Background: an optimization exercise with open tools, aiming at small area. Do not read the settings as production practice.
The RTL was checked by simulation tests, not by an equivalence proof against the original design.
The flow treats the clock pin as an ideal source, which a real chip does not have.
Power figures rest on the tool's default switching activity, not on a simulated workload.

$ cat flow/design.v
package aluPkg;
    localparam int OpWidth = 4;
    typedef enum logic [OpWidth-1:0] {
        opPassA = 4'h0,
        opPassB = 4'h1,
        opNotA  = 4'h2,
        opNotB  = 4'h3,
        opAdd   = 4'h4,
        opSub   = 4'h5,
        opMax   = 4'h6,
        opAnd   = 4'h7,
        opOr    = 4'h8,
        opNand  = 4'h9,
        opXor   = 4'hA,
        opLsl   = 4'hB,
        opLsr   = 4'hC,
        opAsl   = 4'hD,
        opAsr   = 4'hE,
        opRorc  = 4'hF
    } aluOp_t;
    typedef struct packed {
        logic zero;
        logic carry;
        logic negative;
        logic overflow;
    } aluFlags_t;
endpackage
package dpTypesPkg;
    localparam int DataWidth   = 8;
    localparam int AddrWidth   = 8;
    localparam int NumGenRegs  = 4;
    localparam int NumAddrRegs = 3;
    localparam int ArfPcIdx = 0;
    localparam int ArfArIdx = 1;
    localparam int ArfSpIdx = 2;
    typedef logic [DataWidth-1:0] data_t;
    typedef logic [AddrWidth-1:0] addr_t;
    typedef logic [$clog2(NumGenRegs)-1:0] regIdx_t;
    typedef enum logic [1:0] {regClear, regLoad, regDec, regInc} regFunc_t;
    typedef enum logic [1:0] {selAR = 2'd0, selSP = 2'd1, selPC = 2'd3} arfSel_t;
    typedef enum logic [1:0] {srcAlu, srcMem, srcImm, srcArf} srcSel_t;
    typedef struct packed {
        regIdx_t                 rfOutASel;
        regIdx_t                 rfOutBSel;
        regFunc_t                rfFunc;
        logic [NumGenRegs-1:0]   rfWrMask;
        logic [3:0]              aluOp;       
        arfSel_t                 arfOutCSel;
        arfSel_t                 arfOutDSel;
        regFunc_t                arfFunc;
        logic [NumAddrRegs-1:0]  arfWrMask;
        logic                    memWr;
        srcSel_t                 muxASel;
        srcSel_t                 muxBSel;
        logic                    muxCSel;     
        data_t                   immediate;
    } ctrlWord_t;
    function automatic data_t stepReg(regFunc_t func, data_t cur, data_t din);
        case (func)
            2'd0:     stepReg = {DataWidth{1'b0}};
            2'd1:     stepReg = din;
            2'd2:     stepReg = cur - 1'b1;
            default:  stepReg = cur + 1'b1;
        endcase
    endfunction
endpackage
`timescale 1ns/10ps
module stepRegBits (
    input  logic       ld_i,       
    input  logic       step_i,     
    input  logic       up_i,       
    input  logic [7:0] ldData_i,
    input  logic [7:0] q_i,
    output logic [7:0] d_o
);
    logic [7:0] tog;
    always_comb begin
        tog[0] = step_i;
        for (int i = 1; i < 8; i++) begin
            tog[i] = tog[i-1] & ~(q_i[i-1] ^ up_i);
        end
    end
    assign d_o = ld_i ? ldData_i : (q_i ^ tog);
endmodule
`timescale 1ns/10ps
`timescale 1ns/10ps
`timescale 1ns/10ps
module alu (
    input  logic                 CLK,
    input  logic                 rstN_i,
    input  logic                 we_i,
    input  logic [3:0]           op_i,
    input  logic [7:0]           a_i,
    input  logic [7:0]           b_i,
    output logic [7:0]           result_o,
    output logic [3:0]           flags_o
);
    logic       zQ, cQ, nQ, oQ;
    logic       sub, arith, shl, shr;
    logic [7:0] bx;
    logic [8:0] c;
    logic [7:0] x;
    logic [3:0] tt;
    logic [7:0] lut;
    logic       lt;
    logic       cNew, oNew, cUpd, oUpd;
    assign sub   = (op_i == 4'd5) | (op_i == 4'd6);
    assign arith = (op_i == 4'd4) | (op_i == 4'd5);
    assign shl   = (op_i == 4'd11) | (op_i == 4'd13);
    assign shr   = (op_i == 4'd12) | (op_i == 4'd14) | (op_i == 4'd15);
    assign bx = b_i ^ {8{sub}};
    always_comb begin
        c[0] = sub;
        for (int i = 0; i < 8; i++) begin
            c[i+1] = (a_i[i] ^ bx[i]) ? c[i] : a_i[i];
        end
    end
    assign lt = ~c[8];
    always_comb begin
        if (shl)      x = {a_i[6:0], 1'b0};
        else if (shr) x = {(op_i == 4'd14) ? a_i[7] : (op_i == 4'd15) ? cQ : 1'b0, a_i[7:1]};
        else          x = a_i;
    end
    always_comb begin
        case (op_i)
            4'd0:    tt = 4'b1100;
            4'd1:    tt = 4'b1010;
            4'd2:    tt = 4'b0011;
            4'd3:    tt = 4'b0101;
            4'd4:    tt = 4'b0110;
            4'd5:    tt = 4'b1001;
            4'd6:    tt = lt ? 4'b1010 : 4'b1100;
            4'd7:    tt = 4'b1000;
            4'd8:    tt = 4'b1110;
            4'd9:    tt = 4'b0111;
            4'd10:   tt = 4'b0110;
            default: tt = 4'b1100;
        endcase
    end
    always_comb begin
        for (int i = 0; i < 8; i++) lut[i] = (tt[3] & x[i] & b_i[i]) | (tt[2] & x[i] & ~b_i[i]) | (tt[1] & ~x[i] & b_i[i]) | (tt[0] & ~x[i] & ~b_i[i]);
    end
    assign result_o = lut ^ ({8{arith}} & c[7:0]);
    always_comb begin
        cUpd = arith | shl | shr;
        oUpd = arith;
        if (arith)    cNew = c[8] ^ sub;
        else if (shl) cNew = a_i[7];
        else          cNew = a_i[0];
        oNew = c[8] ^ c[7];
    end
    always_ff @(posedge CLK) begin
        if (!rstN_i) begin
            {zQ, cQ, nQ, oQ} <= '0;
        end else if (we_i) begin
            zQ <= (result_o == 8'd0);
            nQ <= result_o[7];
            if (cUpd) cQ <= cNew;
            if (oUpd) oQ <= oNew;
        end
    end
    assign flags_o = {zQ, cQ, nQ, oQ};
endmodule
`timescale 1ns/10ps
module dataPath (
    input  logic                   CLK,
    input  logic                   rstN_i,
    input  logic                   ctrlValid_i,
    input  dpTypesPkg::ctrlWord_t  ctrl_i,
    output dpTypesPkg::data_t      aluOut_o,
    output aluPkg::aluFlags_t      flags_o,
    output dpTypesPkg::addr_t      address_o,
    input  dpTypesPkg::data_t      memRdData_i,
    output logic                   memWe_o
);
    logic [7:0] gr [4];      
    logic [7:0] ar [3];      
    logic [7:0] grD [4];
    logic [7:0] arD [3];
    logic [7:0] rfOutB, arfOutC, arfOutD, aluA, aluResult;
    logic [7:0] grLdData, arLdData;
    logic [3:0] selA, selB, selLdA, selLdB;
    logic [2:0] selC, selD;
    logic       ldA, ldB;
    assign selA = {4{ctrl_i.muxCSel}} & (4'b0001 << ctrl_i.rfOutASel);
    assign selB = 4'b0001 << ctrl_i.rfOutBSel;
    assign selC = {ctrl_i.arfOutCSel[1], ctrl_i.arfOutCSel == 2'd1, ctrl_i.arfOutCSel == 2'd0};
    assign selD = {ctrl_i.arfOutDSel[1], ctrl_i.arfOutDSel == 2'd1, ctrl_i.arfOutDSel == 2'd0};
    assign ldA    = rstN_i & (ctrl_i.rfFunc == 2'd1);
    assign ldB    = rstN_i & (ctrl_i.arfFunc == 2'd1);
    assign selLdA = {4{ldA}} & (4'b0001 << ctrl_i.muxASel);
    assign selLdB = {4{ldB}} & (4'b0001 << ctrl_i.muxBSel);
    assign arfOutC = ({8{selC[0]}} & ar[1]) | ({8{selC[1]}} & ar[2]) | ({8{selC[2]}} & ar[0]);
    assign arfOutD = ({8{selD[0]}} & ar[1]) | ({8{selD[1]}} & ar[2]) | ({8{selD[2]}} & ar[0]);
    assign rfOutB  = ({8{selB[0]}} & gr[0]) | ({8{selB[1]}} & gr[1]) |
                     ({8{selB[2]}} & gr[2]) | ({8{selB[3]}} & gr[3]);
    assign aluA    = ({8{selA[0]}} & gr[0]) | ({8{selA[1]}} & gr[1]) |
                     ({8{selA[2]}} & gr[2]) | ({8{selA[3]}} & gr[3]) |
                     ({8{~ctrl_i.muxCSel}} & arfOutC);
    alu i_alu (
        .CLK      (CLK),
        .rstN_i   (rstN_i),
        .we_i     (ctrlValid_i),
        .op_i     (ctrl_i.aluOp),
        .a_i      (aluA),
        .b_i      (rfOutB),
        .result_o (aluResult),
        .flags_o  (flags_o)
    );
    assign grLdData = ({8{selLdA[0]}} & aluResult) | ({8{selLdA[1]}} & memRdData_i) |
                      ({8{selLdA[2]}} & ctrl_i.immediate) | ({8{selLdA[3]}} & arfOutC);
    assign arLdData = ({8{selLdB[0]}} & aluResult) | ({8{selLdB[1]}} & memRdData_i) |
                      ({8{selLdB[2]}} & ctrl_i.immediate) | ({8{selLdB[3]}} & arfOutC);
    for (genvar r = 0; r < 4; r++) begin : g_gr
        logic en;
        assign en = ctrlValid_i & ctrl_i.rfWrMask[r];
        stepRegBits i_step (
            .ld_i     (~rstN_i | (en & ~ctrl_i.rfFunc[1])),
            .step_i   (rstN_i & en & ctrl_i.rfFunc[1]),
            .up_i     (ctrl_i.rfFunc[0]),
            .ldData_i (grLdData),
            .q_i      (gr[r]),
            .d_o      (grD[r])
        );
        always_ff @(posedge CLK) gr[r] <= grD[r];
    end
    for (genvar r = 0; r < 3; r++) begin : g_ar
        logic en;
        assign en = ctrlValid_i & ctrl_i.arfWrMask[r];
        stepRegBits i_step (
            .ld_i     (~rstN_i | (en & ~ctrl_i.arfFunc[1])),
            .step_i   (rstN_i & en & ctrl_i.arfFunc[1]),
            .up_i     (ctrl_i.arfFunc[0]),
            .ldData_i (arLdData),
            .q_i      (ar[r]),
            .d_o      (arD[r])
        );
        always_ff @(posedge CLK) ar[r] <= arD[r];
    end
    assign memWe_o   = ctrlValid_i & ctrl_i.memWr;
    assign aluOut_o  = aluResult;
    assign address_o = arfOutD;
endmodule
$ cat flow/flow/run.sh
#!/bin/bash
# Own layout flow: the standard ORFS flow with these changes
#  - synthesis maps logic with an area-oriented ABC script (flow/abc_area_min.script)
#    instead of ORFS's abc_area.script, which also buffers and upsizes gates;
#    everything else in synthesis is the standard flow's own synth_recipe.tcl, so register
#    names and cells are those of the standard synthesis
#  - ports are buffered with sky130_fd_sc_hd__buf_1 (BUFFER_PORTS_ARGS)
#  - clock tree synthesis uses only sky130_fd_sc_hd__clkbuf_4 and no dummy
#    loads (CTS_ARGS); afterwards flow/post_cts.tcl upsizes to clkbuf_8 any
#    clock buffer whose flip-flop clock pins see a slew over 100 ps
#  - the rest is standard.sh unchanged
# Each tool's output goes to a log file of its own in this folder.
set -euo pipefail
W=$PWD
cat > "$W/own_synth.tcl" <<EOT
# synth_recipe.tcl with the ABC script swapped for flow/abc_area_min.script
proc abc {args} {
  set i [lsearch -exact \$args -script]
  if {\$i >= 0} { lset args [expr {\$i + 1}] $W/flow/abc_area_min.script }
  puts "own_synth: abc \$args"
  yosys abc {*}\$args
}
source $W/synth_recipe.tcl
EOT
sed "s#$W/synth_recipe.tcl#$W/own_synth.tcl#g" standard.sh > own_standard.sh
grep -q own_synth.tcl own_standard.sh
export CTS_ARGS="-sink_clustering_enable -repair_clock_nets -buf_list {sky130_fd_sc_hd__clkbuf_4} -dont_use_dummy_load"
export POST_CTS_TCL="$W/flow/post_cts.tcl"
export BUFFER_PORTS_ARGS="-buffer_cell sky130_fd_sc_hd__buf_1"
bash own_standard.sh synth > "$W/log_synth.txt" 2>&1
grep -q "own_synth: abc -script $W/flow/abc_area_min.script" orfs/logs/*/dataPath/base/1_2_yosys.log
bash own_standard.sh > "$W/log_layout.txt" 2>&1
test -s out/final.def
$ cat flow/flow/abc_area_min.script
strash
&get -n
&st
&dch
&nf -R 1000 -C 32
&put
topo
$ cat flow/flow/post_cts.tcl
set_propagated_clock [all_clocks]
estimate_parasitics -placement
array set worst {}
foreach p [all_registers -clock_pins -edge_triggered] {
  set s 0
  foreach k {slew_max_rise slew_max_fall} {
    set v [get_property $p $k]
    if { [string is double -strict $v] && $v > $s } { set s $v }
  }
  set net [get_nets -of_objects $p]
  foreach d [get_pins -of_objects $net -filter "direction == output"] {
    set inst [get_full_name [get_cells -of_objects $d]]
    if { ![info exists worst($inst)] || $s > $worst($inst) } { set worst($inst) $s }
  }
}
set upsized 0
foreach inst [array names worst] {
  set c [get_cells $inst]
  if { $worst($inst) > 0.100 && [get_property $c ref_name] eq "sky130_fd_sc_hd__clkbuf_4" } {
    puts "post_cts: $inst drives clock pins with slew $worst($inst) ns; now clkbuf_8"
    replace_cell $c sky130_fd_sc_hd__clkbuf_8
    incr upsized
  }
}
puts "post_cts: upsized $upsized clock buffers"
if { $upsized > 0 } {
  detailed_placement
  check_placement -verbose
  estimate_parasitics -placement
}
$ cat flow/standard.sh
#!/bin/bash
# synth_recipe.tcl (not shown) runs the flow's synth.tcl, then flattens the netlist and writes it again
# the make line also repeats each setting of config.mk as NAME=value (left out here)
make -C /OpenROAD-flow-scripts/flow DESIGN_CONFIG=/design/flow/config.mk WORK_HOME=/design/flow/orfs CLKGATE_MAP_FILE= SYNTH_SCRIPT=/design/flow/synth_recipe.tcl "${@:-finish}"
$ cat flow/config.mk
export PLATFORM = sky130hd
export DESIGN_NAME = dataPath
export DESIGN_NICKNAME = dataPath
export VERILOG_FILES = /design/flow/design.v
export SDC_FILE = /design/flow/constraint.sdc
export NUM_CORES = 4
export LEC_CHECK = 0
export ABC_AREA = 1
export CAP_MARGIN = 20
export CORE_MARGIN = 2
export CORE_UTILIZATION = 65
export CTS_BUF_LIST = sky130_fd_sc_hd__clkbuf_4
export SLEW_MARGIN = 20
$ cat flow/constraint.sdc
create_clock -name core_clock -period 10.0 [get_ports {CLK}]
set_input_delay 2.0000 -clock core_clock [delete_from_list [all_inputs] [get_ports {CLK}]]
set_output_delay 2.0000 -clock core_clock [all_outputs]
set_load 0.01 [all_outputs]
==> results.toml, run 1 <==
[sta]
rsz0062_at_grt = "no"
hold_viol = 0
worst_pin_slew_ps = 1150
clock.fmax_mhz = 108
maxSlewHeadroom_pct = 22.7
min_period_ps = 9280
setup_viol = 0
tns_ps = 0
drv_slew = 0
skew_ps = 22.0
fin_crit_sh_pct = 92.8

[floorplan]
num_rows = 31
ios = 69
dieArea_sq_um = 7980
coreArea_sq_um = 7140
die_height_um = 89.3
die_w_um = 89.3
start_util_pct = 66.3

[detailed_routing]
drt_wl_total_mm = 14.3
drt_pass1_iterations = 9
via_per_inst = 6.39
drc = 0
vias = 5306
ant_nets = 0
wl_per_cell_um = 17.3
first_iter_violations = 670

[yosys]
synth.avg_cell_area_sq_um = 7.32
ys_types = 35
ys_warn_count = 9
yosysSeqAreaShare_pct = 25.4
yosys_register_bits = 60
synth_xor_area_share_pct = 21.5
synth_cells = 647
synthSimpleGateAreaFrac_pct = 21.4
ys.flop_type = "dfxtp_1"
synth_compound_area_share_pct = 28.1
synth_nets = 695
synthAdderAreaFrac_pct = 0.846
synth_edf_count = 0
synth_top_family_by_area = "compound AO/OA/AOI/OAI gates"
synthArstFlopShare_pct = 0
synth_area_sq_um = 4730
synth.area.mux_share_pct = 0.872

[placed_design]
dp.cells = 821
place_congestion = 0.982
io_buffers = 68
dp_hpwl_mm = 11.0

[worst_hold_path]
hp-class = "register to register"
holdPathStages = 2
hold_start = "i_alu.oQ$_SDFFE_PN0P_"
min_to = "i_alu.oQ$_SDFFE_PN0P_"

[power_and_ir_drop]
power_uw = 569
power.leakage_nw = 1.71
power_density_nw_per_um2 = 108
peakVddDrop_uv = 72.0

[final_layout]
final_cells = 830
antennaDiodeCount = 0
fin_nets = 781
fillCellCount = 632
syn_to_final_growth_pct = 10.8
final_common_cell = "nand2_1"
layout_common_cells = "nand2_1 (129), o21ai_0 (100), buf_1 (67)"
drive_above_1_share_pct = 3.01

[clock_network]
cts.sinks = 60
clk_pin_slew_ps = 90
insertion_delay_ps = 420
tritoncts = "done"

[worst_setup_path]
path_buf_inv = 3
r2r_cells = 22
crit_fanout = 12
max_stage_delay_ps = 750
cp_slowest_cell = "nor3b_1"
crit_arrival_ps = 7280
reg2reg_slack_ps = 4530
crit_path_cell_trace = "buf_1, nor3b_1, a222oi_1, o211a_1, mux2i_1, maj3_1, a21oi_1, maj3_1, maj3_1, o21a_1, a21oi_1, maj3_1, clkinv_1, nand2_1, o21ai_0, a21oi_1, a21oi_1, nor2_1, xor2_1, buf_1"
r2r_start = "ar[1][0]$_DFF_P_"
crit_family = "compound AO/OA/AOI/OAI gates"
startpoint_type = "primary input"
r2r-end = "gr[0][5]$_DFF_P_"
path_class = "primary input to output pin"
crit_required_ps = 8000
crit_path_end_kind = "output pin"
path_depth = 20

[job]
maxCapViolations = 0

[global_routing]
grt_max_degree = 34
grt_antenna_before_repair = 0
grt_pass1_wl_mm = 22.6
grt_pass1_vias = 4710
grt_overflow = 0
grt.total_usage_pct = 36.0

[status]
status = "finished clean"
-- how the worst max path moves through the flow --
stage,startpoint,endpoint
floorplan,ctrl_i[36],aluOut_o[7]
global placement,ctrl_i[8],aluOut_o[7]
detailed placement,ctrl_i[8],aluOut_o[7]
global route,ctrl_i[8],aluOut_o[7]
finish,ctrl_i[8],aluOut_o[7]
-- routing by layer --
metal,global-route usage [%],share of wire [%]
met5,0,0
met4,13.0,2.8
met3,6.74,8.7
met2,60.9,47
met1,45.6,41
-- synth_stat cells, types with 2 or more instances --
cell | n | area (sq um)
a211oi_1 | 7 | 52.6
a21oi_1 | 28 | 140
a222oi_1 | 48 | 480
and2_0 | 5 | 31.3
and3_1 | 4 | 25.0
buf_4 | 4 | 30.0
clkinv_1 | 17 | 63.8
dfxtp_1 | 60 | 1200
maj3_1 | 4 | 40.0
mux2i_1 | 3 | 30.0
nand2_1 | 129 | 484
nand2b_1 | 2 | 12.5
nand3_1 | 6 | 30.0
nand4_1 | 5 | 31.3
nor2_1 | 58 | 218
nor2b_1 | 6 | 37.5
nor3_1 | 14 | 70.1
nor4_1 | 6 | 37.5
o211a_1 | 4 | 40.0
o211ai_1 | 3 | 22.5
o21a_1 | 2 | 15.0
o21ai_0 | 101 | 505
o31a_1 | 2 | 17.5
o31ai_1 | 2 | 15.0
or3_1 | 3 | 18.8
xnor2_1 | 55 | 482
xor2_1 | 61 | 534
-- stage by stage --
step	setup WS [ps]	hold WS [ps]	area [sq um]	utilization [%]
floorplan	1690	497	4730	-
global placement	1100	520	5170	72.4
detailed placement	906	542	5170	72.4
global route	351	596	5250	73.5
finish	722	558	5250	73.5
-- area by class of cell --
type	count	area, sq um	area share (%)
clock buffer	9	73.8	1.41
multi-input combinational	566	3450	65.7
timing repair buffer	79	339	6.46
tap	99	124	2.36
inverter	17	63.8	1.22
sequential	60	1200	22.9
-- logic make-up after synthesis --
family                   after synthesis
AND/OR/NAND/NOR                      240
AO/OA/AOI/OAI                        202
XOR/XNOR                             116
flip-flops                            60
buffers and inverters                 21
multiplexers                           4
adder cells (fa/ha/maj)                4
-- power by group --
part           switching [mW]  internal [mW]
logic                   0.104         0.0597
clock network          0.0872         0.0460
registers              0.0198          0.252
total                   0.211          0.358
-- state kept, by name, indices dropped and copies added (netlist names) --
name      flops
ar           24
gr           32
i_alu.cQ      1
i_alu.nQ      1
i_alu.oQ      1
i_alu.zQ      1
-- worst min-delay path, delay by kind of cell, from the launching register on --
family          cells  cell delay (ps)
compound gates      2              180
flops               1              340
==> run 2, diff against run 1 <==
--- a/flow/flow/run.sh
+++ b/flow/flow/run.sh
@@ -3,3 +3,4 @@
 #  - synthesis maps logic with an area-oriented ABC script (flow/abc_area_min.script)
-#    instead of ORFS's abc_area.script, which also buffers and upsizes gates;
+#    instead of ORFS's abc_area.script, which also buffers and upsizes gates,
+#    and without the weak _0 cells;
 #    everything else in synthesis is the standard flow's own synth_recipe.tcl, so register
@@ -19,2 +20,4 @@
   if {\$i >= 0} { lset args [expr {\$i + 1}] $W/flow/abc_area_min.script }
+  # the _0 cells are as large as the _1 ones but drive less
+  lappend args -dont_use {sky130_fd_sc_hd__*_0}
   puts "own_synth: abc \$args"
==> run 2 against run 1 <==
Effect of this change: still clean on timing, DRC and antenna; non-clock buffer count decreased by 7; synthesized cell count did not move; worst hold slack lost 31 ps; wire length increased by 2.2%; clock skew grew 9.5 ps; flip-flop and latch count did not move; die area grew 0.10%; final cell count fell by 0.84%; cell area shrank 0.38%; critical endpoint unchanged.
==> results.toml, run 2 <==
[power_and_ir_drop]
power.leakage_nw = 1.69
switching_share_pct = 37.3
power_switching_uw = 216
power.internal_uw = 362
power_density_nw_per_um2 = 111
comb_power_share_pct = 28.8
peakVddDrop_uv = 74.7
p_clk_share_pct = 24.0
pwr-share-seq_pct = 47.2

[placed_design]
io_buffers = 68
dp.cells = 814
pre_cts_ws_ps = 965
place_congestion = 0.934
dp_hpwl_mm = 11.2

[global_routing]
grt_max_degree = 34
grt_antenna_before_repair = 0
grt.total_usage_pct = 36.4
grt_overflow = 0
grt_pass1_vias = 4643
grt_pass1_wl_mm = 22.8

[detailed_routing]
drt_wl_total_mm = 14.6
drt_pass1_iterations = 11
via_per_inst = 6.46
ant_nets = 0
wl_per_cell_um = 17.8
first_iter_violations = 799
vias = 5319
drc = 0

[yosys]
synth_cells = 647
synth_edf_count = 0
ys_types = 34
synth_most_common_cell = "nand2_1"
synth.area.top_cells = "dfxtp_1 (25%), xor2_1 (11%), o21ai_1 (11%)"
ys_warn_count = 9
yosysSeqAreaShare_pct = 25.3
synth_top_cell_by_area = "dfxtp_1"
synth_area_sq_um = 4740
synthArstFlopShare_pct = 0
synth_nets = 695
yosys_register_bits = 60
synth.avg_cell_area_sq_um = 7.33
synth_common_cells = "nand2_1 (124), o21ai_1 (102), xor2_1 (62), dfxtp_1 (60), nor2_1 (60)"
yosysTopAreaCellShare_pct = 25.3
ys.flop_type = "dfxtp_1"

[worst_setup_path]
crit_required_ps = 8000
crit_arrival_ps = 7310
crit_path_cell_trace = "buf_1, nor3b_1, a222oi_1, o211a_1, mux2i_1, maj3_1, a21oi_1, maj3_1, maj3_1, o21a_1, a21oi_1, maj3_1, clkinv_1, nand2_1, o21ai_1, a21oi_1, a21oi_1, nor2_1, xor2_1, buf_1"
crit_path_end_kind = "output pin"
max_stage_delay_ps = 810
path_class = "primary input to output pin"
startpoint_type = "primary input"
crit_fanout = 12
cp_slowest_cell = "nor3b_1"

[floorplan]
start_util_pct = 66.4
num_rows = 31
dieArea_sq_um = 7990
die_height_um = 89.4
coreArea_sq_um = 7140
ios = 69
die_w_um = 89.4

[clock_network]
tritoncts = "done"
clk_pin_slew_ps = 70
cts.sinks = 60
insertion_delay_ps = 420

[sta]
maxSlewHeadroom_pct = 29.9
fin_crit_sh_pct = 93.1
min_period_ps = 9310
rsz0062_at_grt = "no"
tns_ps = 0
setup_viol = 0
drv_slew = 0
clock.fmax_mhz = 107
worst_pin_slew_ps = 1040
hold_slack_ps = 527
worst_slack_ps = 690
hold_viol = 0
skew_ps = 31.5

[final_layout]
final_common_cell = "nand2_1"
syn_to_final_growth_pct = 10.3
layout_common_cells = "nand2_1 (124), o21ai_1 (98), buf_1 (67)"
drive_above_1_share_pct = 2.76
largest_registers = "gr (32), ar (24)"
largest_reg_flops = 32
fin_nets = 774
final_cells = 823
regMostFlops = "gr"
utilization_pct = 73.2
antennaDiodeCount = 0

[status]
status = "finished clean"

[job]
maxCapViolations = 0

[worst_hold_path]
hp-class = "register to register"
## run 2: cell types whose count changed after synthesis
cell      previous run  this run
o21ai_1              0       102
o21ai_0            101         0
and2_0               5         0
and2_1               0         5
nand2_1            129       124
nor2_1              58        60
nor4_1               6         8
a21boi_0             1         0
and3_1               4         5
nand4_1              5         6
or3_1                3         2
xnor2_1             55        54
xor2_1              61        62
## run 2: area by class of cell
class	instances	area [sq um]
multi-input cells	566	3470
fillers	610	1910
flip-flops and latches	60	1200
repair buffers	72	287
well taps	99	124
clock buffers	9	80.1
inverters	17	63.8
## run 2: metal layers
metal / global-route usage (%) / wire [um] / vias to the layer above
met1: 46.2 / 5950 / 2437
met5: 0 / 0 / -
met4: 13.3 / 377 / 0
met3: 6.46 / 1390 / 45
met2: 61.6 / 6920 / 308
li1: - / - / 2529
## run 2: cell families after synthesis
family	count (synthesis)	synth area share, %
simple gates	240	21.5
fa+ha+maj	4	0.845
mux	4	0.871
xor+xnor	116	21.4
buf+inv	21	1.98
flops	60	25.3
compound gates	202	28.0
## run 2: worst max-delay path: cells and delay by family
family                     cells  cell delay (ps)
adders and majority gates      4             1250
muxes                          1              190
buffers and inverters          3              690
and+or+nand+nor                3             1020
AOI/OAI and AO/OA              8             1770
xor gates and xnor gates       1              380
## run 2: worst paths after layout
check	end	depth (start not counted)	slack (ps)	startpoint
max	aluOut_o[7]	20	690	ctrl_i[8]
min	i_alu.nQ$_SDFFE_PN0P_	2	530	i_alu.nQ$_SDFFE_PN0P_
max reg2reg	gr[0][6]$_DFF_P_	21	4610	ar[0][1]$_DFF_P_
min reg2reg	i_alu.nQ$_SDFFE_PN0P_	2	530	i_alu.nQ$_SDFFE_PN0P_
## run 2: per-stage QoR
step | power (mW) | area [sq um]
floorplan | 0.382 | 4740
global placement | 0.433 | 5120
detailed placement | 0.438 | 5120
global route | 0.603 | 5230
finish | 0.578 | 5230
## run 2: power by group through the flow
stage / clock network [mW] / registers, mW / logic, mW
after floorplan: 0 / 0.271 / 0.111
after global placement: 0 / 0.277 / 0.156
after detailed placement: 0 / 0.277 / 0.161
after global routing: 0.145 / 0.274 / 0.184
final: 0.139 / 0.273 / 0.167
==> run 3, diff against run 2 <==
==> flow/flow/abc_area_min.script (replaced) <==
strash
&get -n
&st
&dch
&nf -R 1000 -C 32
&put
mfs3 -aer
topo
==> run 3 against run 2 <==
Effect of this change: the run now fails in synthesis.
==> results.toml, run 3 <==
[yosys]
ys_warn_count = 9

[status]
status = "did not finish"
error = "ERROR: ABC failed with status 6"
failing_step = "synthesis"
==> run 4, diff against run 3 <==
==> flow/flow/abc_area_min.script (replaced) <==
strash
&get -n
&st
&dch
&nf -R 1000 -C 32
&put
mfs3 -ae
topo
==> run 4 against run 3 <==
Effect of this change: the run now finishes clean.
==> results.toml, run 4 <==
[sta]
clock.fmax_mhz = 106
setup_viol = 0
tns_ps = 0
worst_pin_slew_ps = 1070
worst_slack_ps = 584
hold_viol = 0
hold_slack_ps = 533
skew_ps = 28.3
rsz0062_at_grt = "no"
drv_slew = 0
fin_crit_sh_pct = 94.2
maxSlewHeadroom_pct = 28.1
min_period_ps = 9420

[global_routing]
grt_overflow = 0
grt_antenna_before_repair = 0
grt.total_usage_pct = 35.7
grt_pass1_wl_mm = 21.9
grt_max_degree = 34
grt_pass1_vias = 4531

[floorplan]
coreArea_sq_um = 6870
die_w_um = 88.7
die_height_um = 88.7
dieArea_sq_um = 7860
ios = 69
start_util_pct = 67.8
num_rows = 30

[worst_setup_path]
crit_fanout = 12
startpoint_type = "primary input"
crit_required_ps = 8000
crit_arrival_ps = 7420
crit_path_cell_trace = "buf_1, nand2_1, nor2_1, a222oi_1, o211a_1, mux2i_1, maj3_1, a21oi_1, maj3_1, maj3_1, o21a_1, a21oi_1, maj3_1, a21o_1, o21ai_1, o41ai_1, buf_4, a21oi_1, a21boi_1, nand2_1, o211ai_1, nand2_1, xnor2_1, buf_1"
path_buf_inv = 3
max_stage_delay_ps = 520
crit_family = "compound AO/OA/AOI/OAI gates"
cpMostUsedCell = "maj3_1"
crit_path_end_kind = "output pin"
cp_slowest_cell = "a21boi_1"
path_class = "primary input to output pin"

[yosys]
synth_cells = 629
synthSimpleGateAreaFrac_pct = 20.0
synth.area.top_cells = "dfxtp_1 (26%), xor2_1 (11%), o21ai_1 (11%)"
synth_area_sq_um = 4660
synth_edf_count = 0
synth_top_cell_by_area = "dfxtp_1"
synth_compound_area_share_pct = 28.7
yosys_register_bits = 60
synth_xor_area_share_pct = 21.8
ys.flop_type = "dfxtp_1"
synthAdderAreaFrac_pct = 0.859
yosysTopAreaCellShare_pct = 25.8
synth_nets = 677
synth_top_family_by_area = "compound AO/OA/AOI/OAI gates"
synth_common_cells = "nand2_1 (121), o21ai_1 (102), dfxtp_1 (60), xor2_1 (60), xnor2_1 (56)"
ys_warn_count = 9
synth.avg_cell_area_sq_um = 7.41
synthArstFlopShare_pct = 0
synth.area.mux_share_pct = 1.10
yosysSeqAreaShare_pct = 25.8
ys_types = 35
synth_most_common_cell = "nand2_1"

[detailed_routing]
drc = 0
ant_nets = 0
via_per_inst = 6.34
first_iter_violations = 721
wl_per_cell_um = 17.2
drt_wl_total_mm = 13.7
vias = 5068
drt_pass1_iterations = 9

[clock_network]
insertion_delay_ps = 430
tritoncts = "done"
cts.sinks = 60
clk_pin_slew_ps = 80

[final_layout]
largest_reg_flops = 32
final_common_cell = "nand2_1"
layout_common_cells = "nand2_1 (121), o21ai_1 (98), buf_1 (67)"
antennaDiodeCount = 0
largest_registers = "gr (32), ar (24)"
utilization_pct = 74.6
drive_above_1_share_pct = 2.41
design_area_sq_um = 5120
final_cells = 800
syn_to_final_growth_pct = 9.91
fin_nets = 754
regMostFlops = "gr"

[power_and_ir_drop]
power_density_nw_per_um2 = 136
power.leakage_nw = 1.70
peakVddDrop_uv = 79.0
power_uw = 696

[placed_design]
dp_hpwl_mm = 10.5
dp.cells = 791
pre_cts_ws_ps = 468
place_congestion = 0.948
io_buffers = 68
place_area_sq_um = 5020

[job]
maxCapViolations = 0

[worst_hold_path]
hp-class = "register to register"

[status]
status = "finished clean"
## run 4: cells by family (layout without fill, tap and decap cells)
logic type / count (synthesis) / count (layout)
xor gates and xnor gates: 116 / 116
and+or+nand+nor: 223 / 223
AOI/OAI and AO/OA: 203 / 203
muxes: 5 / 5
buffers and inverters: 18 / 93
adders and majority gates: 4 / 4
DFF: 60 / 60
## run 4: where the power goes
part           total, mW  internal, mW  switching, mW  leakage, nW
clock              0.135        0.0500         0.0847       0.0466
sequential         0.305         0.266         0.0391        0.492
combinational      0.256         0.100          0.156         1.16
total              0.696         0.416          0.280         1.70
## run 4: worst paths after layout
kind / slack (ps) / startpoint / endpoint / cells after the start
max: 580 / ctrl_i[8] / aluOut_o[1] / 24
min: 530 / i_alu.oQ$_SDFFE_PN0P_ / i_alu.oQ$_SDFFE_PN0P_ / 2
max reg2reg: 4390 / ar[0][0]$_DFF_P_ / gr[1][7]$_DFF_P_ / 23
min reg2reg: 530 / i_alu.oQ$_SDFFE_PN0P_ / i_alu.oQ$_SDFFE_PN0P_ / 2
## run 4: per-layer routing
metal | part of all wire [%] | vias up | global-route usage, %
met3 | 7.9 | 29 | 6.53
met1 | 41 | 2342 | 43.9
met4 | 1.8 | 0 | 12.3
met2 | 49 | 237 | 62.3
li1 | - | 2460 | -
met5 | 0 | - | 0
## run 4: worst reg2reg max path, cell delays in order, from the launching register on
cell	delay, ps
dfxtp_1	430
a222oi_1	210
o211a_1	330
mux2i_1	200
maj3_1	240
a21oi_1	90
maj3_1	380
maj3_1	390
o21a_1	120
a21oi_1	160
maj3_1	260
a21o_1	120
o21ai_1	110
o41ai_1	270
buf_4	230
a21oi_1	80
a21boi_1	520
a21oi_1	150
nor2_1	160
xor2_1	360
a222oi_1	160
o21ai_1	370
nand2_1	100
o31ai_1	100
## run 4: layout make-up
class                   instances  area (sq um)
clock buffers                   9          80.1
fillers                       575          1750
inverters                      14          52.6
multi-input cells             551          3400
flip-flops and latches         60          1200
well taps                      96           120
repair buffers                 70           272
==> run 5, diff against run 4 <==
--- a/flow/design.v
+++ b/flow/design.v
@@ -86,3 +86,2 @@
 `timescale 1ns/10ps
-`timescale 1ns/10ps
 module alu (
@@ -98,10 +97,9 @@
     logic       zQ, cQ, nQ, oQ;
-    logic       sub, arith, shl, shr;
-    logic [7:0] bx;
+    logic       sub, arith, shl, shr, pass;
+    logic [7:0] bx, s;
     logic [8:0] c;
-    logic [7:0] x;
     logic [3:0] tt;
     logic [7:0] lut;
-    logic       lt;
-    logic       cNew, oNew, cUpd, oUpd;
+    logic       lt, msbIn;
+    logic       cNew;
     assign sub   = (op_i == 4'd5) | (op_i == 4'd6);
@@ -110,2 +108,3 @@
     assign shr   = (op_i == 4'd12) | (op_i == 4'd14) | (op_i == 4'd15);
+    assign pass  = ~(shl | shr);
     assign bx = b_i ^ {8{sub}};
@@ -113,12 +112,7 @@
         c[0] = sub;
-        for (int i = 0; i < 8; i++) begin
-            c[i+1] = (a_i[i] ^ bx[i]) ? c[i] : a_i[i];
-        end
+        for (int i = 0; i < 8; i++) c[i+1] = (a_i[i] & bx[i]) | (a_i[i] & c[i]) | (bx[i] & c[i]);
     end
     assign lt = ~c[8];
-    always_comb begin
-        if (shl)      x = {a_i[6:0], 1'b0};
-        else if (shr) x = {(op_i == 4'd14) ? a_i[7] : (op_i == 4'd15) ? cQ : 1'b0, a_i[7:1]};
-        else          x = a_i;
-    end
+    assign msbIn = ((op_i == 4'd14) & a_i[7]) | ((op_i == 4'd15) & cQ);
+    assign s = ({8{pass}} & b_i) | ({8{shl}} & {a_i[6:0], 1'b0}) | ({8{shr}} & {msbIn, a_i[7:1]});
     always_comb begin
@@ -136,17 +130,8 @@
             4'd10:   tt = 4'b0110;
-            default: tt = 4'b1100;
+            default: tt = 4'b1010;
         endcase
     end
-    always_comb begin
-        for (int i = 0; i < 8; i++) lut[i] = (tt[3] & x[i] & b_i[i]) | (tt[2] & x[i] & ~b_i[i]) | (tt[1] & ~x[i] & b_i[i]) | (tt[0] & ~x[i] & ~b_i[i]);
-    end
+    assign lut = ({8{tt[3]}} & a_i & s) | ({8{tt[2]}} & a_i & ~s) | ({8{tt[1]}} & ~a_i & s) | ({8{tt[0]}} & ~a_i & ~s);
     assign result_o = lut ^ ({8{arith}} & c[7:0]);
-    always_comb begin
-        cUpd = arith | shl | shr;
-        oUpd = arith;
-        if (arith)    cNew = c[8] ^ sub;
-        else if (shl) cNew = a_i[7];
-        else          cNew = a_i[0];
-        oNew = c[8] ^ c[7];
-    end
+    assign cNew = (arith & (c[8] ^ sub)) | (shl & a_i[7]) | (shr & a_i[0]) | (~(arith | shl | shr) & cQ);
     always_ff @(posedge CLK) begin
@@ -157,4 +142,4 @@
             nQ <= result_o[7];
-            if (cUpd) cQ <= cNew;
-            if (oUpd) oQ <= oNew;
+            cQ <= cNew;
+            if (arith) oQ <= c[8] ^ c[7];
         end
--- a/flow/flow/run.sh
+++ b/flow/flow/run.sh
@@ -10,3 +10,4 @@
 #    loads (CTS_ARGS); afterwards flow/post_cts.tcl upsizes to clkbuf_8 any
-#    clock buffer whose flip-flop clock pins see a slew over 100 ps
+#    clock buffer whose flip-flop clock pins see a slew over 110 ps
+#  - after global routing, gates with timing slack are downsized (RECOVER_POWER)
 #  - the rest is standard.sh unchanged
@@ -31,2 +32,3 @@
 export POST_CTS_TCL="$W/flow/post_cts.tcl"
+export RECOVER_POWER=100
 export BUFFER_PORTS_ARGS="-buffer_cell sky130_fd_sc_hd__buf_1"
==> flow/flow/abc_area_min.script (replaced) <==
strash
&get -n
&st
&dch -x
&nf -R 1000 -C 32
&put
mfs3 -ae
topo
--- a/flow/flow/post_cts.tcl
+++ b/flow/flow/post_cts.tcl
@@ -18,3 +18,3 @@
   set c [get_cells $inst]
-  if { $worst($inst) > 0.100 && [get_property $c ref_name] eq "sky130_fd_sc_hd__clkbuf_4" } {
+  if { $worst($inst) > 0.110 && [get_property $c ref_name] eq "sky130_fd_sc_hd__clkbuf_4" } {
     puts "post_cts: $inst drives clock pins with slew $worst($inst) ns; now clkbuf_8"
--- a/flow/config.mk
+++ b/flow/config.mk
@@ -10,4 +10,5 @@
 export CORE_MARGIN = 2
-export CORE_UTILIZATION = 65
+export CORE_UTILIZATION = 45
 export CTS_BUF_LIST = sky130_fd_sc_hd__clkbuf_4
+export PLACE_DENSITY = 0.5
 export SLEW_MARGIN = 20
==> run 5 against run 4 <==
Effect of this change: cell area is 0.22% higher; critical path depth is 5 lower; power is 2.5% lower; global-route usage is 9.0 points lower; critical endpoint unchanged; largest power group unchanged.
==> results.toml, run 5 <==
[status]
status = "finished clean"

[yosys]
synth.area.top_cells = "dfxtp_1 (26%), xor2_1 (12%), xnor2_1 (11%)"
synthArstFlopShare_pct = 0
ys.flop_type = "dfxtp_1"
yosys_register_bits = 60
synth_cells = 616
synth_area_sq_um = 4580
synth_most_common_cell = "nand2_1"
ys_types = 33
ys_warn_count = 9
synth_top_cell_by_area = "dfxtp_1"
yosysSeqAreaShare_pct = 26.2
yosysTopAreaCellShare_pct = 26.2
synth_common_cells = "nand2_1 (122), o21ai_1 (94), nor2_1 (72), xor2_1 (63), dfxtp_1 (60)"
synth_edf_count = 0
synth.avg_cell_area_sq_um = 7.44
synth_nets = 664

[sta]
fin_crit_sh_pct = 96.0
worst_pin_slew_ps = 880
maxSlewHeadroom_pct = 40.9
worst_slack_ps = 397
min_period_ps = 9600
drv_slew = 0
tns_ps = 0
hold_viol = 0
clock.fmax_mhz = 104
setup_viol = 0
rsz0062_at_grt = "no"
skew_ps = 39.8

[final_layout]
largest_registers = "gr (32), ar (24)"
multi_input_area_sq_um = 3320
syn_to_final_growth_pct = 12.0
seq_area_sq_um = 1200
regMostFlops = "gr"
layout_common_cells = "nand2_1 (122), nor2_1 (72), buf_1 (64)"
final_cells = 831
largest_reg_flops = 32
fillCellCount = 1061
antennaDiodeCount = 0
fin_nets = 748
design_area_sq_um = 5130
final_common_cell = "nand2_1"
drive_above_1_share_pct = 3.15

[placed_design]
pre_cts_ws_ps = 487
place_area_sq_um = 5040
dp_hpwl_mm = 11.3
dp.cells = 821
place_congestion = 0.926
io_buffers = 68

[clock_network]
cts.sinks = 60
insertion_delay_ps = 430
clk_pin_slew_ps = 80
tritoncts = "done"

[worst_setup_path]
path_class = "primary input to output pin"
crit_family = "adder cells"
path_buf_inv = 2
path_depth = 19
crit_arrival_ps = 7600
startpoint_type = "primary input"
crit_fanout = 10
max_stage_delay_ps = 470
crit_path_cell_trace = "clkbuf_1, nor2_1, a222oi_1, o211a_1, mux2i_1, a21oi_1, maj3_1, maj3_1, maj3_1, maj3_1, maj3_1, maj3_1, o31ai_1, nor2_1, nor2_1, a21oi_1, nor2_1, xor2_1, buf_1"
cpMostUsedCell = "maj3_1"
cp_slowest_cell = "nor2_1"
r2r_cells = 20
crit_path_end_kind = "output pin"
crit_required_ps = 8000

[global_routing]
grt.total_usage_pct = 26.7
grt_pass1_wl_mm = 23.6
grt_max_degree = 30
grt_pass1_vias = 4534
grt_antenna_before_repair = 0
grt_overflow = 0

[detailed_routing]
wl_per_cell_um = 17.5
vias = 4944
drt_wl_total_mm = 14.6
first_iter_violations = 560
drt_pass1_iterations = 12
drc = 0
via_per_inst = 5.95
ant_nets = 0

[floorplan]
die_w_um = 105
dieArea_sq_um = 11000
num_rows = 36
ios = 69
coreArea_sq_um = 9820
start_util_pct = 46.7
die_height_um = 105

[power_and_ir_drop]
power_uw = 678
peakVddDrop_uv = 54.2
power.leakage_nw = 1.69
power_density_nw_per_um2 = 132

[worst_hold_path]
holdPathStages = 2
hp-class = "register to register"

[job]
maxCapViolations = 0
run 5: cell types whose count changed after synthesis, sizes merged, moves of 3 or more:
cell,delta
a211oi,-5
a21oi,-11
and3,-3
mux2i,-3
nand3,-3
nor2,+17
nor4,-5
o21a,-3
o21ai,-8
o221ai,+7
xor2,+3
run 5: area by class of cell:
type / count / share of cell area, %
Multi-Input combinational cell: 540 / 64.7
Inverter: 12 / 0.878
Clock buffer: 9 / 1.56
Tap cell: 133 / 3.24
Timing Repair Buffer: 77 / 6.27
Sequential cell: 60 / 23.4
run 5: path summary, 6_finish.rpt:
kind | end | slack (ps) | startpoint
worst max-delay path | aluOut_o[1] | 400 | ctrl_i[22]
worst min register to register | i_alu.nQ$_SDFFE_PN0P_ | 530 | i_alu.nQ$_SDFFE_PN0P_
worst max register to register | gr[0][7]$_DFF_P_ | 3440 | gr[1][0]$_DFF_P_
worst min-delay path | i_alu.nQ$_SDFFE_PN0P_ | 530 | i_alu.nQ$_SDFFE_PN0P_
run 5: worst register-to-register path, delay by kind of cell (launching register included):
family / cells / cell delay, ps
adders and majority gates: 6 / 2430
AOI/OAI and AO/OA: 8 / 2270
and+or+nand+nor: 4 / 840
DFF: 1 / 390
muxes: 1 / 270
xor gates and xnor gates: 1 / 160
run 5: stage by stage:
stage | hold slack, ps | utilization (%)
global route | 548 | 52.3
detailed placement | 499 | 51.3
floorplan | 462 | -
global placement | 492 | 51.3
finish | 525 | 52.3
run 5: where the power goes:
part / internal [mW] / total (mW) / leakage (nW) / switching [mW]
sequential: 0.265 / 0.302 / 0.492 / 0.0369
combinational: 0.0938 / 0.237 / 1.15 / 0.143
clock: 0.0502 / 0.140 / 0.0466 / 0.0897
total: 0.409 / 0.678 / 1.69 / 0.270
run 5: metal layers:
| layer | up-vias | wire [um] | global-route usage (%) |
|---|---|---|---|
| met2 | 188 | 7120 | 45.4 |
| met1 | 2319 | 6320 | 33.9 |
| li1 | 2407 | - | - |
| met5 | - | 0 | 0 |
| met4 | 0 | 274 | 8.67 |
| met3 | 30 | 842 | 4.93 |
run 5: logic make-up after synthesis:
group,after synthesis,synth area share (%)
AO/OA/AOI/OAI,180,26.7
XOR/XNOR,121,23.1
adder cells (fa/ha/maj),6,1.31
buffers and inverters,16,1.64
flip-flops,60,26.2
multiplexers,2,0.464
AND/OR/NAND/NOR,231,20.6
==> run 6, diff against run 5 <==
==> flow/flow/abc_area_min.script (replaced) <==
strash
&get -n
&st
&dch
&nf -R 1000 -C 32
&put
mfs3 -ae
topo
--- a/flow/config.mk
+++ b/flow/config.mk
@@ -12,2 +12,3 @@
 export CTS_BUF_LIST = sky130_fd_sc_hd__clkbuf_4
+export GPL_TIMING_DRIVEN = 0
 export PLACE_DENSITY = 0.5
==> run 6 against run 5 <==
Effect of this change: die area up 0.50%; utilization up 0.61 points; critical path depth unchanged; combinational power up 2%; sequential power about the same; non-clock buffer count down 3; global-route usage down 0.062 points.
==> results.toml, run 6 <==
[final_layout]
multi_input_area_sq_um = 3410
final_common_cell = "nand2_1"
syn_to_final_growth_pct = 13.2
regMostFlops = "gr"
design_area_sq_um = 5220
largest_registers = "gr (32), ar (24)"
antennaDiodeCount = 0
layout_common_cells = "nand2_1 (119), nor2_1 (68), xor2_1 (62), buf_1 (62), dfxtp_1 (60)"
fin_nets = 749
drive_above_1_share_pct = 4.58
largest_reg_flops = 32
utilization_pct = 52.9
fillCellCount = 1005
seq_area_sq_um = 1200

[yosys]
synth_nets = 668
synthSimpleGateAreaFrac_pct = 21.0
synth_common_cells = "nand2_1 (119), o21ai_1 (94), nor2_1 (72), xor2_1 (62), dfxtp_1 (60)"
synthArstFlopShare_pct = 0
synth_most_common_cell = "nand2_1"
synth_edf_count = 0
synth_area_sq_um = 4610
ys_types = 35
ys_warn_count = 9
synth.area.mux_share_pct = 0.462
synth_xor_area_share_pct = 22.6
synth_compound_area_share_pct = 26.9
ys.flop_type = "dfxtp_1"
synth_cells = 620
synth_top_family_by_area = "compound AO/OA/AOI/OAI gates"
yosys_register_bits = 60
yosysSeqAreaShare_pct = 26.1
synth_top_cell_by_area = "dfxtp_1"
yosysTopAreaCellShare_pct = 26.1
synth.avg_cell_area_sq_um = 7.43
synth.area.top_cells = "dfxtp_1 (26%), xor2_1 (12%), xnor2_1 (11%)"
synthAdderAreaFrac_pct = 1.30

[sta]
hold_slack_ps = 508
clock.fmax_mhz = 104
skew_ps = 34.6
worst_slack_ps = 381
setup_viol = 0
fin_crit_sh_pct = 96.2
min_period_ps = 9620
worst_pin_slew_ps = 931
drv_slew = 0
maxSlewHeadroom_pct = 37.5
hold_viol = 0
rsz0062_at_grt = "no"

[floorplan]
dieArea_sq_um = 11100
start_util_pct = 46.7
num_rows = 36
ios = 69
coreArea_sq_um = 9860
die_w_um = 105
die_height_um = 105

[detailed_routing]
drc = 0
wl_per_cell_um = 17.3
drt_pass1_iterations = 13
via_per_inst = 5.93
first_iter_violations = 581
drt_wl_total_mm = 14.4
ant_nets = 0
vias = 4932

[clock_network]
clk_pin_slew_ps = 70
tritoncts = "done"
insertion_delay_ps = 430
cts.sinks = 60

[placed_design]
pre_cts_ws_ps = -783
place_area_sq_um = 5050
io_buffers = 68
place_congestion = 0.878
dp_hpwl_mm = 11.0

[global_routing]
grt_pass1_vias = 4608
grt_util_met1_pct = 34.5
top_usage_layer = "met2"
grt_max_degree = 26
grt_overflow = 0
met2_usage_pct = 44.8
grt_antenna_before_repair = 0
grt.total_usage_pct = 26.6
grtUsageMet3_pct = 3.56
grt_pass1_wl_mm = 23.6

[status]
status = "finished clean"

[power_and_ir_drop]
power_uw = 681
power_density_nw_per_um2 = 131
peakVddDrop_uv = 63.0
power.leakage_nw = 1.71

[worst_setup_path]
crit_fanout = 8
crit_arrival_ps = 7620
crit_path_end_kind = "output pin"
startpoint_type = "primary input"
path_class = "primary input to output pin"
crit_required_ps = 8000

[worst_hold_path]
hp-class = "register to register"

[job]
maxCapViolations = 0
-- run 6: cell types whose count changed in the layout (fill, tap and decap cells not counted), moves of 3 or more --
cell,before,now
nor2_2,0,3
clkbuf_4,7,11
nor2_1,72,68
nand2_1,122,119
buf_4,8,1
nor2b_1,5,2
-- run 6: metrics by stage --
stage | setup TNS (ps) | instances
after floorplan | 0 | 620
after global placement | -6260 | 821
after detailed placement | -5690 | 822
after global routing | 0 | 832
final | 0 | 832
-- run 6: cell type report --
cell class,count,area share [%]
well taps,133,3.19
repair buffers,70,5.49
inverters,12,0.864
plain buffers,4,0.576
clock buffers,9,1.54
flip-flops and latches,60,23.0
multi-input cells,544,65.3
-- run 6: where the power goes --
| group | internal [mW] | total [mW] | leakage (nW) | switching [mW] |
|---|---|---|---|---|
| combinational | 0.0960 | 0.242 | 1.17 | 0.146 |
| clock | 0.0501 | 0.139 | 0.0466 | 0.0885 |
| sequential | 0.265 | 0.301 | 0.492 | 0.0363 |
-- run 6: worst max-delay path, cell delays in order --
cell,delay [ps]
buf_1,110
nor2b_2,220
a222oi_1,390
a21boi_2,340
mux2i_1,270
a21oi_1,130
maj3_1,390
maj3_1,400
maj3_1,390
maj3_1,400
maj3_1,430
maj3_1,470
o31ai_4,430
nor2_1,100
nor2_2,350
a21oi_1,110
nor2_1,120
xor2_1,370
buf_1,200
-- run 6: cell families (layout without fill, tap and decap cells) --
logic type	count (synthesis)	count (layout)
xor gates and xnor gates	119	119
and+or+nand+nor	234	234
AOI/OAI and AO/OA	183	183
adders and majority gates	6	6
muxes	2	2
DFF	60	60
buffers and inverters	16	95
-- run 6: final timing paths --
| path | startpoint | endpoint | slack (ps) | cells after the start |
|---|---|---|---|---|
| setup / recovery | ctrl_i[33] | aluOut_o[0] | 380 | 19 |
| hold / removal | i_alu.nQ$_SDFFE_PN0P_ | i_alu.nQ$_SDFFE_PN0P_ | 510 | 2 |
| setup reg to reg | gr[1][0]$_DFF_P_ | gr[0][7]$_DFF_P_ | 3450 | 20 |
| hold reg to reg | i_alu.nQ$_SDFFE_PN0P_ | i_alu.nQ$_SDFFE_PN0P_ | 510 | 2 |
-- run 6: routing by layer --
| metal | share of wire (%) | vias to the layer above |
|---|---|---|
| met4 | 2.8 | 0 |
| met2 | 49 | 191 |
| li1 | - | 2427 |
| met3 | 5.3 | 36 |
| met5 | 0 | - |
| met1 | 43 | 2278 |
==> run 7, diff against run 6 <==
--- a/flow/config.mk
+++ b/flow/config.mk
@@ -12,3 +12,2 @@
 export CTS_BUF_LIST = sky130_fd_sc_hd__clkbuf_4
-export GPL_TIMING_DRIVEN = 0
 export PLACE_DENSITY = 0.5
==> run 7 against run 6 <==
Effect of this change: still clean on timing, DRC and antenna; die area is the same; maximum frequency is essentially flat; utilization shrank 0.90 points; combinational power is essentially flat; clock power shrank 4%; critical path depth grew 1; clock skew shrank 9.8 ps; final cell count shrank 0.12%; register-to-register slack gained 130 ps; wire length grew 3.7%; via count shrank 0.32%; highest routed layer unchanged.
==> results.toml, run 7 <==
[status]
status = "finished clean"

[sta]
maxSlewHeadroom_pct = 29.0
skew_ps = 24.8
tns_ps = 0
min_period_ps = 9620
setup_viol = 0
clock.fmax_mhz = 104
drv_slew = 0
fin_crit_sh_pct = 96.2
worst_pin_slew_ps = 1060
rsz0062_at_grt = "no"
worst_slack_ps = 379
hold_viol = 0

[floorplan]
die_w_um = 105
die_height_um = 105
dieArea_sq_um = 11100
start_util_pct = 46.7
ios = 69
coreArea_sq_um = 9860
num_rows = 36

[placed_design]
place_congestion = 0.914
dp_hpwl_mm = 11.6
io_buffers = 68
pre_cts_ws_ps = 415

[global_routing]
grt_overflow = 0
grt_max_degree = 32
grt_pass1_wl_mm = 23.8
grt.total_usage_pct = 26.9
grt_pass1_vias = 4606
grt_antenna_before_repair = 0

[worst_setup_path]
crit_start = "ctrl_i[8]"
crit_required_ps = 8000
r2r_start = "gr[2][0]$_DFF_P_"
path_class = "primary input to output pin"
crit_path_end_kind = "output pin"
r2r_cells = 20
reg2reg_slack_ps = 3580
crit_arrival_ps = 7620
crit_fanout = 12
r2r-end = "ar[2][7]$_DFF_P_"
startpoint_type = "primary input"

[final_layout]
fin_nets = 748
largest_registers = "gr (32), ar (24)"
largest_reg_flops = 32
drive_above_1_share_pct = 2.87
layout_common_cells = "nand2_1 (119), nor2_1 (70), buf_1 (64)"
utilization_pct = 52.0
final_common_cell = "nand2_1"
regMostFlops = "gr"
syn_to_final_growth_pct = 11.3
antennaDiodeCount = 0

[yosys]
synth_area_sq_um = 4610
synth_edf_count = 0
yosysSeqAreaShare_pct = 26.1
ys.flop_type = "dfxtp_1"
ys_warn_count = 9
synth_most_common_cell = "nand2_1"
synth_top_cell_by_area = "dfxtp_1"
synth_common_cells = "nand2_1 (119), o21ai_1 (94), nor2_1 (72), xor2_1 (62), dfxtp_1 (60)"
ys_types = 35
yosys_register_bits = 60
synthArstFlopShare_pct = 0
synth.area.top_cells = "dfxtp_1 (26%), xor2_1 (12%), xnor2_1 (11%)"
synth_nets = 668
yosysTopAreaCellShare_pct = 26.1
synth_cells = 620
synth.avg_cell_area_sq_um = 7.43

[detailed_routing]
first_iter_violations = 608
drc = 0
drt_pass1_iterations = 12
vias = 4916
via_per_inst = 5.92
wl_per_cell_um = 17.9
drt_wl_total_mm = 14.9
ant_nets = 0

[clock_network]
tritoncts = "done"
clk_pin_slew_ps = 90
insertion_delay_ps = 420
cts.sinks = 60

[worst_hold_path]
min_to = "i_alu.nQ$_SDFFE_PN0P_"
hp-class = "register to register"
holdPathStages = 2
hold_start = "i_alu.nQ$_SDFFE_PN0P_"

[job]
maxCapViolations = 0

[power_and_ir_drop]
power_density_nw_per_um2 = 132
power.leakage_nw = 1.67
power_uw = 676
peakVddDrop_uv = 63.3
-- run 7: how the worst max path moves through the flow --
| stage | end | cells after the start |
|---|---|---|
| after floorplan | aluOut_o[1] | 17 |
| after global placement | aluOut_o[0] | 20 |
| after detailed placement | aluOut_o[1] | 19 |
| after global routing | aluOut_o[0] | 20 |
| final | aluOut_o[1] | 20 |
-- run 7: layout make-up --
class	count	area (sq um)
tap	133	166
sequential	60	1200
timing repair buffer	73	294
multi-input combinational	544	3350
clock buffer	9	73.8
inverter	12	45.0
fill	1017	4740
-- run 7: cell families (layout without fill, tap and decap cells) --
family	count (synthesis)	in the layout	synth area share, %
mux	2	2	0.462
compound gates	183	183	26.9
buf+inv	16	94	1.63
simple gates	234	234	21.0
flops	60	60	26.1
xor+xnor	119	119	22.6
fa+ha+maj	6	6	1.30
-- run 7: report_power, final --
part	internal [mW]	switching [mW]
sequential	0.265	0.0385
combinational	0.0938	0.145
clock	0.0460	0.0880
total	0.405	0.271
-- run 7: worst max-delay path, stage by stage --
cell	delay (ps)
clkbuf_1	400
nand2_1	90
nor2_1	450
a222oi_1	160
o211a_1	210
mux2i_1	210
a21oi_1	120
maj3_1	390
maj3_1	380
maj3_1	380
maj3_1	390
maj3_1	420
maj3_1	440
o31ai_1	350
nor2_1	90
nor2_2	310
a21oi_1	110
nor2_1	120
xor2_1	380
buf_1	200
-- run 7: stage by stage --
step	hold WS [ps]	area [sq um]	std cells
detailed placement	490	5040	822
finish	514	5130	831
global route	545	5130	831
floorplan	462	4610	620
global placement	479	5040	822
-- run 7: layer usage --
layer  share of wire [%]  wire [um]  global-route usage (%)
met2                  50       7460                    47.8
met4                 1.2        181                    7.71
met3                 5.2        780                    4.37
met1                  43       6480                    33.3
met5                   0          0                       0
==> run 8, diff against run 7 <==
--- a/flow/config.mk
+++ b/flow/config.mk
@@ -10,5 +10,4 @@
 export CORE_MARGIN = 2
-export CORE_UTILIZATION = 45
+export CORE_UTILIZATION = 65
 export CTS_BUF_LIST = sky130_fd_sc_hd__clkbuf_4
-export PLACE_DENSITY = 0.5
 export SLEW_MARGIN = 20
==> run 8 against run 7 <==
Effect of this change: still clean on timing, DRC and antenna; critical path depth stayed put; count of clock-buffer cells in the layout unchanged; clock skew is 11 ps higher; critical path type unchanged; largest cell class unchanged.
==> results.toml, run 8 <==
[status]
status = "finished clean"

[power_and_ir_drop]
power_density_nw_per_um2 = 133
peakVddDrop_uv = 93.8
power.leakage_nw = 1.67

[final_layout]
fin_nets = 747
layout_common_cells = "nand2_1 (119), nor2_1 (71), buf_1 (64)"
final_common_cell = "nand2_1"
drive_above_1_share_pct = 2.73
design_area_sq_um = 5070
syn_to_final_growth_pct = 10.1
regMostFlops = "gr"
largest_registers = "gr (32), ar (24)"
antennaDiodeCount = 0
largest_reg_flops = 32

[sta]
skew_ps = 35.6
rsz0062_at_grt = "no"
tns_ps = 0
maxSlewHeadroom_pct = 31.8
hold_viol = 0
setup_viol = 0
worst_pin_slew_ps = 1020
min_period_ps = 9580
fin_crit_sh_pct = 95.8
clock.fmax_mhz = 104
drv_slew = 0
worst_slack_ps = 420

[placed_design]
pre_cts_ws_ps = 439
place_congestion = 0.957
dp_hpwl_mm = 10.7
place_area_sq_um = 4980
io_buffers = 68

[detailed_routing]
wl_per_cell_um = 18.1
drt_wl_total_mm = 14.4
first_iter_violations = 915
drt_pass1_iterations = 15
via_per_inst = 6.55
vias = 5195
drc = 0
ant_nets = 0

[worst_setup_path]
max_stage_delay_ps = 440
r2r_cells = 20
crit_required_ps = 8000
r2r_start = "gr[1][0]$_DFF_P_"
r2r-end = "gr[1][7]$_DFF_P_"
cp_slowest_cell = "nor2_1"
path_class = "primary input to output pin"
cpMostUsedCell = "maj3_1"
crit_start = "ctrl_i[8]"
reg2reg_slack_ps = 3680
crit_family = "adder cells"
crit_arrival_ps = 7580
path_buf_inv = 3
endpoint = "aluOut_o[4]"
crit_path_end_kind = "output pin"
crit_path_cell_trace = "clkbuf_1, nand2_1, nor2_1, a222oi_1, o211a_1, mux2i_1, a21oi_1, maj3_1, maj3_1, maj3_1, maj3_1, maj3_1, maj3_1, o31ai_1, clkbuf_2, nor2_1, nor3_1, nor2_1, xnor2_1, buf_1"
crit_fanout = 12
startpoint_type = "primary input"
path_depth = 20

[yosys]
synthArstFlopShare_pct = 0
synth_top_cell_by_area = "dfxtp_1"
synth.avg_cell_area_sq_um = 7.43
ys.flop_type = "dfxtp_1"
ys_types = 35
yosysTopAreaCellShare_pct = 26.1
synth_most_common_cell = "nand2_1"
synth_cells = 620
synth.area.top_cells = "dfxtp_1 (26%), xor2_1 (12%), xnor2_1 (11%)"
synth_common_cells = "nand2_1 (119), o21ai_1 (94), nor2_1 (72), xor2_1 (62), dfxtp_1 (60)"
synth_nets = 668
synth_area_sq_um = 4610
yosys_register_bits = 60
yosysSeqAreaShare_pct = 26.1
synth_edf_count = 0
ys_warn_count = 9

[floorplan]
coreArea_sq_um = 6830
start_util_pct = 67.5
ios = 69
die_w_um = 88.2
dieArea_sq_um = 7780
num_rows = 30
die_height_um = 88.2

[worst_hold_path]
hp-class = "register to register"

[global_routing]
grt_util_met1_pct = 44.5
grt_pass1_wl_mm = 22.4
grt_antenna_before_repair = 0
met2_usage_pct = 63.0
top_usage_layer = "met2"
grt_pass1_vias = 4665
grt.total_usage_pct = 36.8
grt_overflow = 0
grt_max_degree = 32
grtUsageMet3_pct = 8.48

[clock_network]
cts.sinks = 60
tritoncts = "done"
insertion_delay_ps = 420
clk_pin_slew_ps = 110

[job]
maxCapViolations = 0
-- run 8: cell counts after synthesis --
Identical to the previous run, type by type.
-- run 8: tightest hold or removal path, stage by stage, from the launching register on --
cell and delay [ps]:
dfxtp_1 350, o21ai_1 70, nor2_1 70
-- run 8: metal layers --
layer | part of all wire, % | vias up | wire (um)
met2 | 48 | 347 | 6880
met1 | 39 | 2355 | 5550
met3 | 9.6 | 68 | 1380
met4 | 4.0 | 0 | 571
met5 | 0 | - | 0
li1 | - | 2425 | -
-- run 8: area by class of cell --
class / count / area, sq um
clock buffers: 9 / 73.8
multi-input cells: 544 / 3350
well taps: 96 / 120
repair buffers: 72 / 284
fillers: 569 / 1760
flip-flops and latches: 60 / 1200
inverters: 12 / 45.0
-- run 8: worst min-delay path by stage --
| stage | from | endpoint | slack [ps] | cells past startpoint |
|---|---|---|---|---|
| floorplan | i_alu.nQ$_SDFFE_PN0P_ | i_alu.nQ$_SDFFE_PN0P_ | 460 | 2 |
| global placement | i_alu.nQ$_SDFFE_PN0P_ | i_alu.nQ$_SDFFE_PN0P_ | 480 | 2 |
| detailed placement | i_alu.nQ$_SDFFE_PN0P_ | i_alu.nQ$_SDFFE_PN0P_ | 490 | 2 |
| global route | i_alu.oQ$_SDFFE_PN0P_ | i_alu.oQ$_SDFFE_PN0P_ | 550 | 2 |
| finish | i_alu.nQ$_SDFFE_PN0P_ | i_alu.nQ$_SDFFE_PN0P_ | 520 | 2 |
-- run 8: kinds of logic after synthesis --
kind of cell               share of synthesized area [%]
and+or+nand+nor                                     21.0
AOI/OAI and AO/OA                                   26.9
xor gates and xnor gates                            22.6
DFF                                                 26.1
buffers and inverters                               1.63
adders and majority gates                           1.30
muxes                                              0.462
-- run 8: report_power, final --
group	total [mW]	switching (mW)	internal (mW)
sequential	0.304	0.0395	0.265
clock	0.132	0.0856	0.0460
combinational	0.239	0.145	0.0933
-- run 8: stage by stage --
step	utilization (%)	hold slack (ps)	cells	total power, mW
after floorplan	-	462	620	0.468
after global placement	73.0	479	784	0.534
after detailed placement	73.0	492	784	0.542
after global routing	74.3	550	793	0.708
final	74.3	521	793	0.675

-- afterwards: timing with drivers on the ports --
The flow's constraints put no driver on any port. The routed layouts listed below were extracted and timed again, unchanged, in two steps. Step 1 assumes that a clkbuf_16 drives the clock port and a buf_2 every other input. Step 2 times the ports against the registers' clock, not the clock port: input delays grow and output delays shrink by t, the midpoint of the rising clock arrivals with the driver on. a / b / c = no drivers / after step 1 / after step 2; a / b = the first two.
| run | t (ns) | setup slack, ns | latest minus earliest clock arrival (ns) | slew at the worst register clock pin (ns) | worst slew at a driven data input, ns |
|---|---|---|---|---|---|
| run 1 | 0.439 | 0.722 / 0.700 / 0.700 | 0.022 / 0.022 | 0.10 / 0.10 | 0.06 |
| run 2 | 0.440 | 0.690 / 0.667 / 0.667 | 0.031 / 0.031 | 0.11 / 0.11 | 0.06 |
| run 4 | 0.451 | 0.584 / 0.560 / 0.560 | 0.028 / 0.028 | 0.10 / 0.10 | 0.05 |
| run 5 | 0.443 | 0.397 / 0.372 / 0.372 | 0.040 / 0.039 | 0.11 / 0.11 | 0.06 |
| run 6 | 0.446 | 0.381 / 0.360 / 0.360 | 0.034 / 0.035 | 0.11 / 0.11 | 0.05 |
| run 7 | 0.440 | 0.379 / 0.353 / 0.353 | 0.025 / 0.025 | 0.10 / 0.10 | 0.05 |
| run 8 | 0.434 | 0.420 / 0.383 / 0.383 | 0.036 / 0.036 | 0.11 / 0.11 | 0.05 |
After both steps every run listed still meets setup and hold. The setup slack of run 8, which loses most, moves by -0.037 ns with the drivers and by -0.037 ns with both steps.
